Background: an optimization exercise with open tools, aiming at small area and few clock cycles per item. Do not read the settings as production practice. Where RTL was checked, it was by simulation tests only, not by an equivalence proof against the original. Power is estimated from default activity; no workload was simulated.

Setup of the reference run:
Design sobel_top, start of the top module:
module sobel_top (
    input  logic       clk,
    input  logic       rst_n,
    input  logic       pix_valid,
    output logic       pix_ready,
    input  logic [7:0] pix,
    output logic       edge_valid,
    input  logic       edge_ready,
    output logic       edge_bit,
    output logic       edge_last       
);
Size in the first run: about 1200 cells after synthesis, about 580 flip-flops, roughly 17000 µm² of cells after synthesis.
clock: 8.0 ns
lec_check: 0
cap_margin: 20
core_margin: 2
core_utilization: 40
cts_buf_list: sky130_fd_sc_hd__clkbuf_8
cts_cluster_diameter: 60
cts_cluster_size: 18
place_density: 0.6
slew_margin: 20
run.sh (not shown) runs the stock make flow with config.mk's settings and CLKGATE_MAP_FILE= SYNTH_SCRIPT=/design/flow/synth_recipe.tcl, a recipe that flattens the netlist after the stock synthesis.
--- input diff the reference run..the trial run ---
--- a/flow/design.v
+++ b/flow/design.v
@@ -69,42 +69,26 @@
     rca #(8) i_dn (.a(bot), .b(~top), .ci(1'b1), .s(dn_s), .co(dn_c));
     assign dn = {~dn_c, dn_s};
     logic [10:0]        gx, gy;         
     logic [9:0]         ax, b;
     logic               sy;
     logic [7:0]         tq;
     logic [8:0]         cmp;
     logic               is_edge;
-    logic [9:0] y1;
+    logic [9:0] vk, gx_s, y1;
     logic [8:0] dk;
+    logic       gx_c;
+    assign vk = use_new ? vn : 10'd0;
     assign dk = use_new ? dn : 9'd0;
-    logic [7:0]  tx, mx, bx;
-    logic [10:0] o1, o2, o3, o4, s1, c1, s2, c2;
-    assign tx = (use_new && tmask) ? tap_b : 8'd0;
-    assign mx = use_new ? tap_a : 8'd0;
-    assign bx = (use_new && !fl) ? ibuf : 8'd0;
-    assign o1 = {3'b000, tx};
-    assign o2 = {2'b00, mx, 1'b0};
-    assign o3 = {3'b000, bx};
-    assign o4 = {1'b1, ~v0};                      
-    for (genvar i = 0; i < 11; i++) begin : g_csa
-        assign s1[i] = o1[i] ^ o2[i] ^ o3[i];
-        assign c1[i] = (o1[i] & o2[i]) | (o3[i] & (o1[i] | o2[i]));
-    end
-    for (genvar i = 0; i < 11; i++) begin : g_csa2
-        logic ci;
-        assign ci    = (i == 0) ? 1'b0 : c1[i-1];
-        assign s2[i] = s1[i] ^ ci ^ o4[i];
-        assign c2[i] = (s1[i] & ci) | (o4[i] & (s1[i] | ci));
-    end
-    assign gx = s2 + {c2[9:0], 1'b1};             
+    rca #(10) i_gx (.a(vk), .b(~v0), .ci(1'b1), .s(gx_s), .co(gx_c));
+    assign gx = {~gx_c, gx_s};
     rca #(10) i_y1 (.a({d0[8], d0}), .b({dk[8], dk}), .ci(1'b0), .s(y1), .co());
     rca #(11) i_gy (.a({y1[9], y1}), .b({d1[8], d1, 1'b0}), .ci(1'b0), .s(gy), .co());
-    rca #(10) i_ax (.a(gx[9:0] ^ {10{gx[10]}}), .b(10'd0), .ci(gx[10]), .s(ax), .co());
+    assign ax = gx[10] ? 10'(-gx) : gx[9:0];
     assign sy = gy[10];
     assign b  = gy[9:0] ^ {10{sy}};
     always_comb begin
         case (ax[7:0])
             8'd0: tq = 8'd150;
             8'd1: tq = 8'd149;
             8'd2: tq = 8'd149;
             8'd3: tq = 8'd149;
[summary]
From the logs: the trial run reached the end of the flow and failed the layout checks with setup timing.
Of the trial run and the reference run, the trial run shows the higher fraction of cell area in non-clock buffers, with the reference run below it.
Detailed-routing iteration count for the pre-antenna-repair pass: the trial run lower than the reference run
Against the reference run, the trial run reports a fill cell instance count of the final layout that is lower.
Against the reference run, the trial run reports a synthesized area that is lower.
Looking at instance count on the critical path, the trial run sits 43% above the reference run.
[compare] base=the reference run new=the trial run: combinational logic power lost 48%, die boundary width now sits lower, total wire length has increased.
Per the comparison of the trial run with the reference run, global-route usage up 0.87 points, internal cell power went down, fmax dropped 8.4%, sequential cell fraction of total power has increased.
In the final reports, the cell area of the trial run is larger than that of the reference run.
Going from the reference run to the trial run, the fraction of met2 tracks used by global routing was found to have gone up by 2.0 points.
No functional check of the RTL was part of any run of this note.

* * *

Another version of the RTL of sobel_top (not shown whole).
Size in the first run: roughly 1200 cells after synthesis, about 580 flip-flops, about 16 I/O pins, about 0.017 mm^2 of cells after synthesis.
==> flow/config.mk <==
export PLATFORM = sky130hd
export DESIGN_NAME = sobel_top
export DESIGN_NICKNAME = sobel_top
export VERILOG_FILES = /design/flow/design.v
export SDC_FILE = /design/flow/constraint.sdc
export NUM_CORES = 4
export LEC_CHECK = 0
export CAP_MARGIN = 20
export CORE_MARGIN = 2
export CORE_UTILIZATION = 40
export CTS_BUF_LIST = sky130_fd_sc_hd__clkbuf_8
export CTS_CLUSTER_DIAMETER = 60
export CTS_CLUSTER_SIZE = 18
export PLACE_DENSITY = 0.6
export SLEW_MARGIN = 20
==> flow/constraint.sdc <==
create_clock -name core_clock -period 8.0 [get_ports {clk}]
set_input_delay 1.6000 -clock core_clock [delete_from_list [all_inputs] [get_ports {clk}]]
set_output_delay 1.6000 -clock core_clock [all_outputs]
set_load 0.01 [all_outputs]
standard.sh (not shown) runs the stock make flow with config.mk's settings and CLKGATE_MAP_FILE= SYNTH_SCRIPT=/design/flow/synth_recipe.tcl, a recipe that flattens the netlist after the stock synthesis.
==> flow/flow/run.sh <==
#!/bin/bash
# Own layout flow: the standard layout (standard.sh, unchanged synthesis,
# placement, routing and power grid), with the clock tree built from
# clkbuf_8 sink clusters and without CTS dummy loads, and port buffers of
# the smallest buffer cell (buf_1). The full make output
# goes to standard.log here; ORFS's per-step logs are under orfs/logs.
set -euo pipefail
export CTS_ARGS="-sink_clustering_enable -repair_clock_nets -sink_clustering_size 18 -sink_clustering_max_diameter 60 -buf_list sky130_fd_sc_hd__clkbuf_8 -dont_use_dummy_load"
export BUFFER_PORTS_ARGS="-buffer_cell sky130_fd_sc_hd__buf_1"
bash standard.sh > standard.log 2>&1
Testbench counts at the start, summed over its fixed seeds: cycles 24,856, pixels 24,576.
Edit:
--- a/flow/design.v
+++ b/flow/design.v
@@ -247,15 +247,15 @@
             8'd144: tq = 8'd42;
             8'd145: tq = 8'd38;
             8'd146: tq = 8'd34;
             8'd147: tq = 8'd29;
             8'd148: tq = 8'd24;
             8'd149: tq = 8'd17;
             8'd150: tq = 8'd0;
-            default: tq = 8'd0;             
+            default: tq = 8'hxx;            
         endcase
     end
     assign cmp = {1'b0, b[7:0]} + {1'b0, ~tq} + {8'd0, sy};
     assign is_edge  = (ax > 10'd150) || (|b[9:8]) || cmp[8];
     always_ff @(posedge clk) begin
         ring_a <= {ring_a[247:0], acc ? ibuf : tap_a};
         ring_b <= {ring_b[247:0], acc ? tap_a : tap_b};
=> The changed run passed the timing, design-rule and antenna checks. Power rises by 17%. Routed wire length goes up by 1.6%. Count of clock-buffer cells in the layout stays the same. Cell area is about the same. Die area shrinks by 0.65%. Global-route usage increases by 0.57 points.
Testbench counts after the change, summed over its fixed seeds: cycles 24,856, pixels 24,576.

## re-timing with driven ports
Ports are ideal in the flow. The routed layouts listed here were re-timed in OpenROAD.
Step 1 assumes that a clkbuf_16 drives the clock port and a buf_2 every other input.
Step 2 moves the port delays by t, midway between the first and last clock arrival at a register: inputs arrive t later, outputs are due t later. That takes back most of the time a late clock gives input paths.
a / b / c = ideal ports / drivers / drivers and shift; a / b = the first two.
| run | t (ns) | setup slack, ns | worst data-port slew with drivers (ns) |
|---|---|---|---|
| the reference run | 0.639 | 0.627 / 0.627 / 0.627 | 0.06 |
| the trial run | 0.626 | -0.050 / -0.050 / -0.050 | 0.04 |
| the first run of note 2 | 0.564 | 0.444 / 0.444 / 0.444 | 0.07 |
| the second run of note 2 | 0.581 | 0.591 / 0.591 / 0.591 | 0.03 |
